Source: an optimization exercise on an open RTL-to-GDS flow (aim: small area, a short achievable clock period and few clock cycles). Production flows keep margins and buffers that such runs may drop. Only simulation tests tie the RTL to the original design; equivalence was not proved. Power and IR drop assume default switching activity.

<file path="flow/config.mk">
export PLATFORM = sky130hd
export DESIGN_NAME = zpu_exec_top
export DESIGN_NICKNAME = zpu_exec_top
export VERILOG_FILES = /design/flow/design.v
export SDC_FILE = /design/flow/constraint.sdc
export NUM_CORES = 4
export LEC_CHECK = 0
export CAP_MARGIN = 20
export CORE_MARGIN = 2
export CORE_UTILIZATION = 40
export SETUP_SLACK_MARGIN = 3.0
export SLEW_MARGIN = 20
</file>
<file path="flow/constraint.sdc">
create_clock -name core_clock -period 8.0 [get_ports {clk}]
set_input_delay 1.6000 -clock core_clock [delete_from_list [all_inputs] [get_ports {clk}]]
set_output_delay 1.6000 -clock core_clock [all_outputs]
set_load 0.01 [all_outputs]
</file>
<file path="flow/design.v">
package zpu_exec_pkg;
    localparam int WORD_W  = 32;
    localparam int DMEM_AW = 26;
    localparam logic [4:0] OP_NOP = 5'd0, OP_MOV = 5'd1, OP_IM0 = 5'd2, OP_IMN = 5'd3,
        OP_ADD = 5'd4, OP_ADDSP = 5'd5, OP_SUB = 5'd6, OP_AND = 5'd7, OP_OR = 5'd8,
        OP_NOT = 5'd9, OP_FLIP = 5'd10, OP_EQ = 5'd11, OP_LT = 5'd12, OP_ULT = 5'd13,
        OP_MUL = 5'd14, OP_LOAD = 5'd15, OP_STORE = 5'd16, OP_STORE2 = 5'd17,
        OP_LOADSP = 5'd18, OP_STORESP = 5'd19;
endpackage
`timescale 1ns/1ps
module zpu_exec_top (
    input  logic        clk,
    input  logic        rst,
    input  logic [4:0]  inst_op_i,
    input  logic [6:0]  inst_imm_i,
    input  logic [25:0] inst_dest_addr_i,
    input  logic [31:0] inst_operand_i,
    input  logic [25:0] inst_operand_addr_i,
    output logic        stall_o,
    output logic        dmem_en_o,
    output logic [3:0]  dmem_wmask_o,
    output logic [25:0] dmem_addr_o,
    output logic [31:0] dmem_wdata_o,
    input  logic [31:0] dmem_rdata_i,
    output logic [31:0] stack_tos_o,
    output logic [31:0] stack_nos_o
);
    logic [31:0] tos_q, nos_q;
    logic [31:0] s_q;            
    logic [27:0] c_q;            
    logic        cy_q;           
    logic [25:0] a0_q;
    logic [31:0] d0_q;
    logic        v0_q;
    logic [23:0] a1_q;
    logic [31:0] d1_q;
    logic        v1_q;
    logic        pend_q;
    logic        ph_q;           
    logic        ap_q;           
    logic [2:0]  mc_q;           
    logic [4:0] op;
    assign op = inst_op_i;
    logic op_mov, op_im0, op_imn, op_add, op_addsp, op_sub, op_and, op_or, op_not, op_flip;
    logic op_eq, op_lt, op_ult, op_mul, op_load, op_store, op_store2, op_loadsp, op_storesp;
    assign op_mov     = (op == zpu_exec_pkg::OP_MOV);
    assign op_im0     = (op == zpu_exec_pkg::OP_IM0);
    assign op_imn     = (op == zpu_exec_pkg::OP_IMN);
    assign op_add     = (op == zpu_exec_pkg::OP_ADD);
    assign op_addsp   = (op == zpu_exec_pkg::OP_ADDSP);
    assign op_sub     = (op == zpu_exec_pkg::OP_SUB);
    assign op_and     = (op == zpu_exec_pkg::OP_AND);
    assign op_or      = (op == zpu_exec_pkg::OP_OR);
    assign op_not     = (op == zpu_exec_pkg::OP_NOT);
    assign op_flip    = (op == zpu_exec_pkg::OP_FLIP);
    assign op_eq      = (op == zpu_exec_pkg::OP_EQ);
    assign op_lt      = (op == zpu_exec_pkg::OP_LT);
    assign op_ult     = (op == zpu_exec_pkg::OP_ULT);
    assign op_mul     = (op == zpu_exec_pkg::OP_MUL);
    assign op_load    = (op == zpu_exec_pkg::OP_LOAD);
    assign op_store   = (op == zpu_exec_pkg::OP_STORE);
    assign op_store2  = (op == zpu_exec_pkg::OP_STORE2);
    assign op_loadsp  = (op == zpu_exec_pkg::OP_LOADSP);
    assign op_storesp = (op == zpu_exec_pkg::OP_STORESP);
    logic        m0, m1;
    logic [31:0] opnd;
    assign m0   = v0_q && (a0_q[25:2] == inst_operand_addr_i[25:2]);
    assign m1   = v1_q && (a1_q == inst_operand_addr_i[25:2]);
    assign opnd = m0 ? d0_q : (m1 ? d1_q : inst_operand_i);
    logic [31:0] ldata;
    assign ldata = (v0_q && (a0_q[25:2] == tos_q[25:2])) ? d0_q : dmem_rdata_i;
    logic [31:0] r0, r1, r2, r3, x1, y1, x2, y2, x3, y3, xs, ys;
    logic [4:0]  low;
    logic        mlast;
    assign r0 = nos_q[0] ? tos_q : 32'd0;
    assign r1 = nos_q[1] ? {tos_q[30:0], 1'b0} : 32'd0;
    assign r2 = nos_q[2] ? {tos_q[29:0], 2'b0} : 32'd0;
    assign r3 = nos_q[3] ? {tos_q[28:0], 3'b0} : 32'd0;
    assign x1 = s_q ^ {4'd0, c_q} ^ r0;
    assign y1 = {((s_q[30:0] & {4'd0, c_q[26:0]}) | (s_q[30:0] & r0[30:0]) |
                  ({4'd0, c_q[26:0]} & r0[30:0])), cy_q};
    assign x2 = r1 ^ r2 ^ r3;
    assign y2 = {((r1[30:0] & r2[30:0]) | (r1[30:0] & r3[30:0]) | (r2[30:0] & r3[30:0])), 1'b0};
    assign x3 = x1 ^ y1 ^ x2;
    assign y3 = {((x1[30:0] & y1[30:0]) | (x1[30:0] & x2[30:0]) | (y1[30:0] & x2[30:0])), 1'b0};
    assign xs = x3 ^ y3 ^ y2;
    assign ys = {((x3[30:0] & y3[30:0]) | (x3[30:0] & y2[30:0]) | (y3[30:0] & y2[30:0])), 1'b0};
    assign low   = {1'b0, xs[3:0]} + {1'b0, ys[3:0]};
    assign mlast = (mc_q == 3'd7);
    logic rd;
    assign rd      = op_load && !ph_q && !rst;
    assign stall_o = (op_load && !ph_q) || (op_addsp && !ap_q) || (op_mul && !mlast);
    logic acc;
    assign acc = !rst && !stall_o;
    logic [31:0] sum, diff;
    logic        borrow, eq, lt, ult;
    assign sum            = tos_q + (ap_q ? s_q : nos_q);
    assign {borrow, diff} = {1'b0, nos_q} - {1'b0, tos_q};
    assign eq  = (tos_q == nos_q);
    assign ult = !borrow && !eq;
    assign lt  = !(borrow ^ nos_q[31] ^ tos_q[31]) && !eq;
    logic [31:0] flip;
    always_comb begin
        for (int i = 0; i < 32; i++) flip[i] = tos_q[31-i];
    end
    logic [31:0] tos_d, nos_d, wdat;
    logic [25:0] waddr;
    logic        wr;
    always_comb begin
        tos_d = tos_q;
        nos_d = nos_q;
        wr    = 1'b1;
        waddr = inst_dest_addr_i;
        unique case (op)
            zpu_exec_pkg::OP_MOV:     begin tos_d = nos_q; nos_d = opnd; wr = 1'b0; end
            zpu_exec_pkg::OP_IM0:     begin tos_d = {{25{inst_imm_i[6]}}, inst_imm_i}; nos_d = tos_q; end
            zpu_exec_pkg::OP_IMN:     tos_d = {tos_q[24:0], inst_imm_i};
            zpu_exec_pkg::OP_ADD:     begin tos_d = sum; nos_d = opnd; end
            zpu_exec_pkg::OP_ADDSP:   tos_d = ap_q ? sum : tos_q;
            zpu_exec_pkg::OP_SUB:     begin tos_d = diff; nos_d = opnd; end
            zpu_exec_pkg::OP_AND:     begin tos_d = tos_q & nos_q; nos_d = opnd; end
            zpu_exec_pkg::OP_OR:      begin tos_d = tos_q | nos_q; nos_d = opnd; end
            zpu_exec_pkg::OP_NOT:     tos_d = ~tos_q;
            zpu_exec_pkg::OP_FLIP:    tos_d = flip;
            zpu_exec_pkg::OP_EQ:      begin tos_d = {31'd0, eq}; nos_d = opnd; end
            zpu_exec_pkg::OP_LT:      begin tos_d = {31'd0, lt}; nos_d = opnd; end
            zpu_exec_pkg::OP_ULT:     begin tos_d = {31'd0, ult}; nos_d = opnd; end
            zpu_exec_pkg::OP_MUL: begin
                if (mlast) begin
                    tos_d = {low[3:0], nos_q[31:4]};
                    nos_d = opnd;
                end else begin
                    nos_d = {low[3:0], nos_q[31:4]};
                end
            end
            zpu_exec_pkg::OP_LOAD:    tos_d = ph_q ? ldata : tos_q;
            zpu_exec_pkg::OP_STORE:   begin tos_d = opnd; waddr = {tos_q[25:2], 2'b00}; end
            zpu_exec_pkg::OP_STORE2:  begin nos_d = opnd; wr = 1'b0; end
            zpu_exec_pkg::OP_LOADSP:  begin tos_d = opnd; nos_d = tos_q; end
            zpu_exec_pkg::OP_STORESP: begin tos_d = nos_q; nos_d = opnd; end
            default:                  wr = 1'b0;
        endcase
    end
    always_comb begin
        unique case (op)
            zpu_exec_pkg::OP_STORE:   wdat = nos_q;
            zpu_exec_pkg::OP_STORESP: wdat = tos_q;
            default:                  wdat = tos_d;
        endcase
    end
    always_ff @(posedge clk) begin
        if (rst) begin
            tos_q  <= '0;
            nos_q  <= '0;
            s_q    <= '0;
            c_q    <= '0;
            cy_q   <= 1'b0;
            v0_q   <= 1'b0;
            v1_q   <= 1'b0;
            pend_q <= 1'b0;
            ph_q   <= 1'b0;
            ap_q   <= 1'b0;
            mc_q   <= '0;
        end else begin
            tos_q <= tos_d;
            nos_q <= nos_d;
            if (op_mul) begin
                s_q  <= mlast ? 32'd0 : {4'd0, xs[31:4]};
                c_q  <= mlast ? 28'd0 : ys[31:4];
                cy_q <= mlast ? 1'b0 : low[4];
                mc_q <= mc_q + 3'd1;
            end
            if (op_addsp) begin
                s_q <= ap_q ? 32'd0 : opnd;
            end
            ph_q   <= rd;
            ap_q   <= op_addsp && !ap_q;
            pend_q <= (acc && wr) || (pend_q && rd);
            if (acc && wr) begin
                v0_q <= 1'b1;
                v1_q <= v0_q;
            end
        end
    end
    always_ff @(posedge clk) begin
        if (acc && wr) begin
            a0_q <= waddr;
            d0_q <= wdat;
            a1_q <= a0_q[25:2];
            d1_q <= d0_q;
        end
    end
    assign dmem_en_o    = pend_q || rd;
    assign dmem_wmask_o = rd ? 4'h0 : 4'hf;
    assign dmem_addr_o  = rd ? {tos_q[25:2], a0_q[1:0]} : a0_q;
    assign dmem_wdata_o = d0_q;
    assign stack_tos_o  = tos_q;
    assign stack_nos_o  = nos_q;
endmodule
</file>
<file path="flow/flow/run.sh">
#!/bin/bash
# The standard ORFS layout, with plain buf_1 cells as the port buffers
# (the default picks clkdlybuf4s50_1, which is larger and slower).
set -euo pipefail
export BUFFER_PORTS_ARGS="-buffer_cell sky130_fd_sc_hd__buf_1"
bash standard.sh > standard.log 2>&1
</file>
<file path="flow/standard.sh">
#!/bin/bash
# synth_recipe.tcl (not shown) runs the flow's synth.tcl, then flattens the netlist and writes it again
# the make line also repeats each setting of config.mk as NAME=value (left out here)
make -C /OpenROAD-flow-scripts/flow DESIGN_CONFIG=/design/flow/config.mk WORK_HOME=/design/flow/orfs CLKGATE_MAP_FILE= SYNTH_SCRIPT=/design/flow/synth_recipe.tcl "${@:-finish}"
</file>
==> flow_summary.toml, run 1 <==
[timing]
slew_headroom_pct = 16.9
setup_tns_ns = 0
rsz0062_at_grt = "true"
worst_pin_slew_ns = 1.24
post-route-period-util_pct = 62.7
fmax_mhz = 200
final.min_clock_period_ns = 5.01
setup_ws_ns = 2.99
skew_ns = 0.0349
holdWs_ns = 0.443
hold_viol_final = 0
setup_violations = 0
drv_slew = 0

[die]
dieArea_mm2 = 0.0594
start_util_pct = 40.6
die_w_um = 244
die_y_um = 244
core-area_mm2 = 0.0566
num_rows = 87
io_pins = 258

[critical_path]
path_class = "primary input to output port"
r2r_setup_slack_ns = 3.07
r2r-start = "nos_q[2]"
startpoint_type = "primary input"
cp.arrival_ns = 3.41
critPathMaxFanout = 14
r2r_end = "d0_q[31]"
endpoint_kind = "output port"
required_ns = 6.40
r2r_cells = 15

[power]
p_leak_nw = 10.4
power_density_mw_per_mm2 = 182
ir_drop_mv = 0.147

[yosys]
async_flop_share_pct = 0
synth_ff_type = "dfxtp_1"
ys_warn_count = 1
ys_types = 85
synth_area_leaders = "edfxtp_1 15%, dfxtp_1 12%, fa_1 10%"
synth_seq_area_share_pct = 26.5
syn_area_mm2 = 0.0230
synth_nets = 3131
yosysTopAreaCell = "edfxtp_1"
syn-instance-count = 2748
synth_top_area_share_pct = 14.9
ys_seq_elements = 247
avgSynthCellArea_um2 = 8.36
synth_edf_count = 114

[cells_and_area]
nNetsFinal = 3322
drive_above_1_share_pct = 9.51
fillers = 5632
area_delta_synth_final_pct = 15.5

[route]
drt_pass1_iterations = 9
vias = 24000
wl_um = 116000
drc = 0
antenna_left = 0
vias_per_cell = 6.44
first_iter_violations = 2793
avgRoutedWirePerCell_um = 31.2

[clocking]
cts_tree = "yes"
cts_sinks = 247
ctsLongestPathBuffers = 3
ctsHoldBuffers = 0
root_buffer = "clkbuf_16"
cts_htree_levels = 2
numCtsBuffers = 35
path_clk_slew_ns = 0.06
clock_latency_ns = 0.58

[grt]
antenna_found_initial = 5
grt_pass1_vias = 23100
grt_pass1_wl_um = 164000
track_usage_pct = 37.8
grt-ovfl-total = 0
grt_max_degree = 65

[hold_path]
hp-start = "pend_q"
hold_path_depth = 1
min_to = "pend_q"
hold_path.class = "flip-flop to flip-flop"

[placed_design]
dpl.hpwl_um = 83500
numPortBuffers = 255
gp_congestion = 1.01
dpl_worst_slack_ns = 1.91

[outcome]
status = "no timing/DRC/antenna violations"

[run]
drv_cap = 0
## metal layers
layer | global-route usage (%) | part of all wire [%] | up-vias
li1 | - | - | 10200
met1 | 50.8 | 40 | 11700
met2 | 56.1 | 42 | 1682
met3 | 9.89 | 12 | 338
met4 | 18.9 | 5.9 | 0
met5 | 0 | 0 | -
## power by group
group | switching, mW | internal (mW) | total [mW]
clock network | 0.699 | 0.979 | 1.68
logic | 1.06 | 0.537 | 1.60
registers | 0.143 | 1.42 | 1.56
## cell usage after synthesis (all sizes together), types with 33 or more instances
cell,instances
nor2,327
nand2,249
inv,204
o21ai,169
a21oi,168
clkbuf,137
ha,137
dfxtp,133
fa,116
edfxtp,114
xnor2,108
a221oi,103
buf,67
mux2i,57
nor3,55
nand4,41
a211oi,37
a22oi,37
mux2,35
nand3,33
## layout make-up
type / instances / area (um^2) / share of cell area (%)
Clock inverter: 23 / 249 / 0.939
Sequential cell: 247 / 6090 / 23.0
Inverter: 206 / 773 / 2.92
Timing Repair Buffer: 357 / 2070 / 7.79
Tap cell: 756 / 946 / 3.57
Clock buffer: 41 / 940 / 3.54
Antenna cell: 3 / 7.51 / 0.0283
Multi-Input combinational cell: 2092 / 15500 / 58.3
## cells by family (layout without fill, tap and decap cells)
family / after synthesis / count (layout) / share of synthesized area (%)
fa+ha+maj: 253 / 253 / 17.6
xor+xnor: 136 / 136 / 5.19
compound gates: 751 / 751 / 22.3
other cells: 0 / 3 / 0
mux: 92 / 92 / 4.20
buf+inv: 410 / 627 / 7.14
simple gates: 859 / 860 / 17.1
flops: 247 / 247 / 26.5
## worst max-delay path: stages
cell	delay, ns
buf_2	0.18
buf_12	0.17
nand2_1	0.08
or3b_4	0.43
nor2_4	0.15
buf_6	0.18
clkbuf_16	0.18
mux2_4	0.32
buf_6	0.12
## worst max path at each step
stage / from / to / slack [ns] / depth (start not counted)
2_1_floorplan: inst_op_i[3] / a0_q[0] / 2.27 / 6
3_3_place_gp: inst_op_i[3] / stall_o / 1.94 / 5
3_5_place_dp: inst_op_i[3] / stall_o / 1.91 / 5
4_1_cts: inst_op_i[0] / dmem_addr_o[23] / 2.95 / 9
5_1_grt: nos_q[3] / d0_q[31] / 2.93 / 15
6_report: inst_op_i[0] / dmem_addr_o[19] / 2.99 / 9
## per-stage QoR
stage | cell area, um^2 | std cells | utilization, % | power, mW
3_5_place_dp | 24700 | 3634 | 43.6 | 3.08
6_report | 26500 | 3725 | 46.9 | 4.83
4_1_cts | 26100 | 3710 | 46.1 | 4.76
2_1_floorplan | 23000 | 2748 | - | 2.48
3_3_place_gp | 24700 | 3634 | 43.6 | 3.07
5_1_grt | 26500 | 3722 | 46.8 | 4.99
## state kept, by name, indices dropped and copies added (netlist names)
register,flops
nos_q,32
d1_q,32
ap_q,1
s_q,32
mc_q,3
d0_q,32
ph_q,1
v0_q,1
cy_q,1
a1_q,24
v1_q,1
pend_q,1
c_q,28
tos_q,32
a0_q,26
## placed cells by master, fill, tap and decap left out, types with 12 or more instances in the layout
cell,Yosys,layout
o211ai_1,19,19
buf_6,2,21
mux2_2,35,17
dfxtp_1,133,129
nor2b_1,19,19
o21ai_0,166,165
o211a_1,15,15
clkbuf_16,0,39
xor2_1,28,28
ha_1,137,136
a221oi_1,102,102
xnor2_1,108,108
a211oi_1,37,36
a31oi_1,16,16
o2111ai_1,12,12
nand2b_1,27,27
fa_1,116,116
o22ai_1,19,19
inv_1,204,204
and3_1,20,20
or3_1,12,12
nor3_1,55,51
buf_1,14,231
edfxtp_1,114,114
mux2_4,0,18
a21o_1,23,23
nor2_1,326,321
buf_4,9,88
nand2_1,248,246
mux2i_1,57,57
o221ai_1,23,23
a221o_1,13,13
nor4_1,15,14
nand4_1,41,41
a22oi_1,37,37
nand3_1,33,33
a21oi_1,168,168
## repair_timing
action / in CTS / in global routing
pin swaps: 1 / 2
setup buffers: 9 / 8
gates resized for setup: 24 / 98
endpoints found under the setup margin: 48 / 34
cloned: 3 / 4
Testbench counts, summed over its fixed seeds: cycles 132,055.
==> run 2: changes to the inputs <==
==> flow/run.sh (new file) <==
#!/bin/bash
# synth_recipe.tcl (not shown) runs the flow's synth.tcl, then flattens the netlist and writes it again
# the make line also repeats each setting of config.mk as NAME=value (left out here)
make -C /OpenROAD-flow-scripts/flow DESIGN_CONFIG=/design/flow/config.mk WORK_HOME=/design/flow/orfs CLKGATE_MAP_FILE= SYNTH_SCRIPT=/design/flow/synth_recipe.tcl finish
removed: flow/flow/run.sh
removed: flow/standard.sh
==> run 2 against run 1 <==
Effect of this change: fmax grew 0.47%; register-to-register slack is essentially flat; cell count is 0.19% lower; sequential cell count unchanged; setup slack improved by 0.024 ns; via count about the same; worst hold slack improved by 0.00066 ns.
==> flow_summary.toml, run 2 <==
[critical_path]
critPathMaxFanout = 9
startpoint_type = "primary input"
endpoint_kind = "output port"
required_ns = 6.40
path_class = "primary input to output port"
cp.arrival_ns = 3.39

[grt]
grt_max_degree = 106
grt-ovfl-total = 0
antenna_found_initial = 5
grt_pass1_vias = 23200
grt_pass1_wl_um = 170000
track_usage_pct = 39.6

[placed_design]
dp.cells = 3632
dpl_worst_slack_ns = 1.65
dpl.hpwl_um = 85200
numPortBuffers = 255
gp_congestion = 0.992

[yosys]
async_flop_share_pct = 0
yosysTopAreaCell = "edfxtp_1"
synth_edf_count = 114
avgSynthCellArea_um2 = 8.36
synthTopCellsByCount = "326 x nor2_1, 248 x nand2_1, 204 x inv_1, 168 x a21oi_1, 166 x o21ai_0"
ys_warn_count = 1
syn_area_mm2 = 0.0230
synth_area_leaders = "edfxtp_1 15%, dfxtp_1 12%, fa_1 10%"
synth_ff_type = "dfxtp_1"
syn-instance-count = 2748
ys_types = 85
synth_nets = 3131
synth_top_area_share_pct = 14.9
ys_seq_elements = 247
synth_most_common_cell = "nor2_1"
synth_seq_area_share_pct = 26.5

[route]
vias = 24000
wl_met3_um = 13100
vias_per_cell = 6.46
drt_pass1_iterations = 7
wl_um = 120000
antenna_left = 0
wl_met2_um = 50700
wl_met1_um = 49100
drc = 0
routed.top_layer = "met5"
avgRoutedWirePerCell_um = 32.2
first_iter_violations = 3071

[run]
drv_cap = 0

[timing]
final.min_clock_period_ns = 4.99
worst_pin_slew_ns = 1.22
setup_violations = 0
skew_ns = 0.0293
slew_headroom_pct = 18.0
hold_viol_final = 0
drv_slew = 0
setup_ws_ns = 3.01
rsz0062_at_grt = "true"
setup_tns_ns = 0
post-route-period-util_pct = 62.4
fmax_mhz = 200

[cells_and_area]
instances_no_fill = 3718
final_common_cell = "nor2_1"
drive_above_1_share_pct = 9.53
fillers = 5515
area_delta_synth_final_pct = 21.0
nNetsFinal = 3316
final_cell_mix = "321 x nor2_1, 245 x nand2_1, 220 x clkdlybuf4s50_1"

[power]
power_density_mw_per_mm2 = 178
p_leak_nw = 10.9
power_mw = 4.94
ir_drop_mv = 0.135

[die]
io_pins = 258
die_y_um = 244
dieArea_mm2 = 0.0594
num_rows = 87
core-area_mm2 = 0.0566
die_w_um = 244
start_util_pct = 40.6

[clocking]
cts_sinks = 247
cts_tree = "yes"
path_clk_slew_ns = 0.06
clock_latency_ns = 0.58
ctsLongestPathBuffers = 3
cts_htree_levels = 2
root_buffer = "clkbuf_16"
numCtsBuffers = 35

[outcome]
status = "no timing/DRC/antenna violations"

[hold_path]
hold_path.class = "flip-flop to flip-flop"
## run 2: cell types whose count changed in the layout (fill, tap and decap cells not counted), moves of 3 or more
| cell | before | now |
|---|---|---|
| buf_1 | 231 | 0 |
| buf_2 | 2 | 16 |
| buf_4 | 88 | 85 |
| buf_6 | 21 | 9 |
| clkbuf_1 | 3 | 7 |
| clkbuf_16 | 39 | 36 |
| clkbuf_2 | 1 | 6 |
| clkdlybuf4s50_1 | 0 | 220 |
| clkinv_2 | 8 | 4 |
| dlygate4sd2_1 | 0 | 5 |
| mux2_2 | 17 | 32 |
| mux2_4 | 18 | 3 |
## run 2: area by class of cell
cell class                 instances  area, um^2  area share [%]
multi-input combinational       2091       15400            55.5
sequential                       247        6090            21.9
timing repair buffer             352        3350            12.1
clock buffer                      46         968            3.48
tap                              756         946            3.40
inverter                         206         773            2.78
clock inverter                    18         218           0.783
antenna                            2        5.00          0.0180
## run 2: worst paths after layout
check	startpoint	end	slack [ns]	cells after the start
max	inst_op_i[4]	dmem_addr_o[10]	3.01	9
min	pend_q	pend_q	0.44	1
max reg2reg	nos_q[1]	d0_q[25]	3.07	12
min reg2reg	pend_q	pend_q	0.44	1
## run 2: per-layer routing
layer,track usage [%],vias up
met5,0,-
met4,18.8,4
met3,9.40,328
met2,59.2,1657
met1,53.8,11800
li1,-,10200
## run 2: critical path: stages
cell and delay, ns:
buf_6 0.13, and3b_2 0.25, or3b_4 0.41, nor2_4 0.14, buf_6 0.14, buf_12 0.12, buf_16 0.12, mux2_2 0.33
buf_2 0.14
## run 2: per-stage QoR
stage | instance area (um^2) | utilization (%) | hold WS [ns]
after global routing | 27800 | 49.1 | 0.467
after detailed placement | 26300 | 46.4 | 0.434
after global placement | 26300 | 46.4 | 0.425
final | 27800 | 49.1 | 0.443
after floorplan | 23000 | - | 0.419
after CTS | 27700 | 48.9 | 0.447
## run 2: what timing repair did
action / in CTS / in global routing
hold buffers: 0 / 0
gates resized for setup: 139 / 27
pin swaps: 3 / 3
setup endpoints to repair: 74 / 33
buffers inserted: 10 / 6
cloned: 4 / 0
## run 2: logic make-up (layout without fill, tap and decap cells)
| group | after synthesis | count (layout) | synth area share [%] |
|---|---|---|---|
| xor+xnor | 136 | 136 | 5.19 |
| simple gates | 859 | 859 | 17.1 |
| fa+ha+maj | 253 | 253 | 17.6 |
| buf+inv | 410 | 622 | 7.14 |
| other cells | 0 | 2 | 0 |
| flops | 247 | 247 | 26.5 |
| compound gates | 751 | 751 | 22.3 |
| mux | 92 | 92 | 4.20 |
## run 2: power breakdown
group	internal [mW]	switching (mW)
Clock	0.990	0.695
Sequential	1.42	0.144
Combinational	0.621	1.07
Total	3.03	1.91

[separate check: timing with driven ports]
The flow's constraints put no driver on any port. The routed layouts listed below were extracted and timed again, unchanged, in two steps. Step 1, drivers: a clkbuf_16 drives clk and a buf_2 each remaining input, both assumed. Step 2, shift: input delay + t, output delay - t, t = (earliest + latest rising clock arrival at the registers) / 2. This alone moves slack from input paths to output paths. Slacks: no drivers / after step 1 / after step 2; pairs: no drivers / after step 1.
| run | shift t [ns] | setup slack, ns | cell pins on the clock port's net |
|---|---|---|---|
| run 1 | 0.629 | 2.988 / 2.943 / 2.551 | 1 |
| run 2 | 0.625 | 3.011 / 2.975 / 2.599 | 1 |
After both steps every run listed still meets setup and hold. For run 1, which loses most, drivers alone change the setup slack by -0.045 ns; drivers and shift together by -0.437 ns.
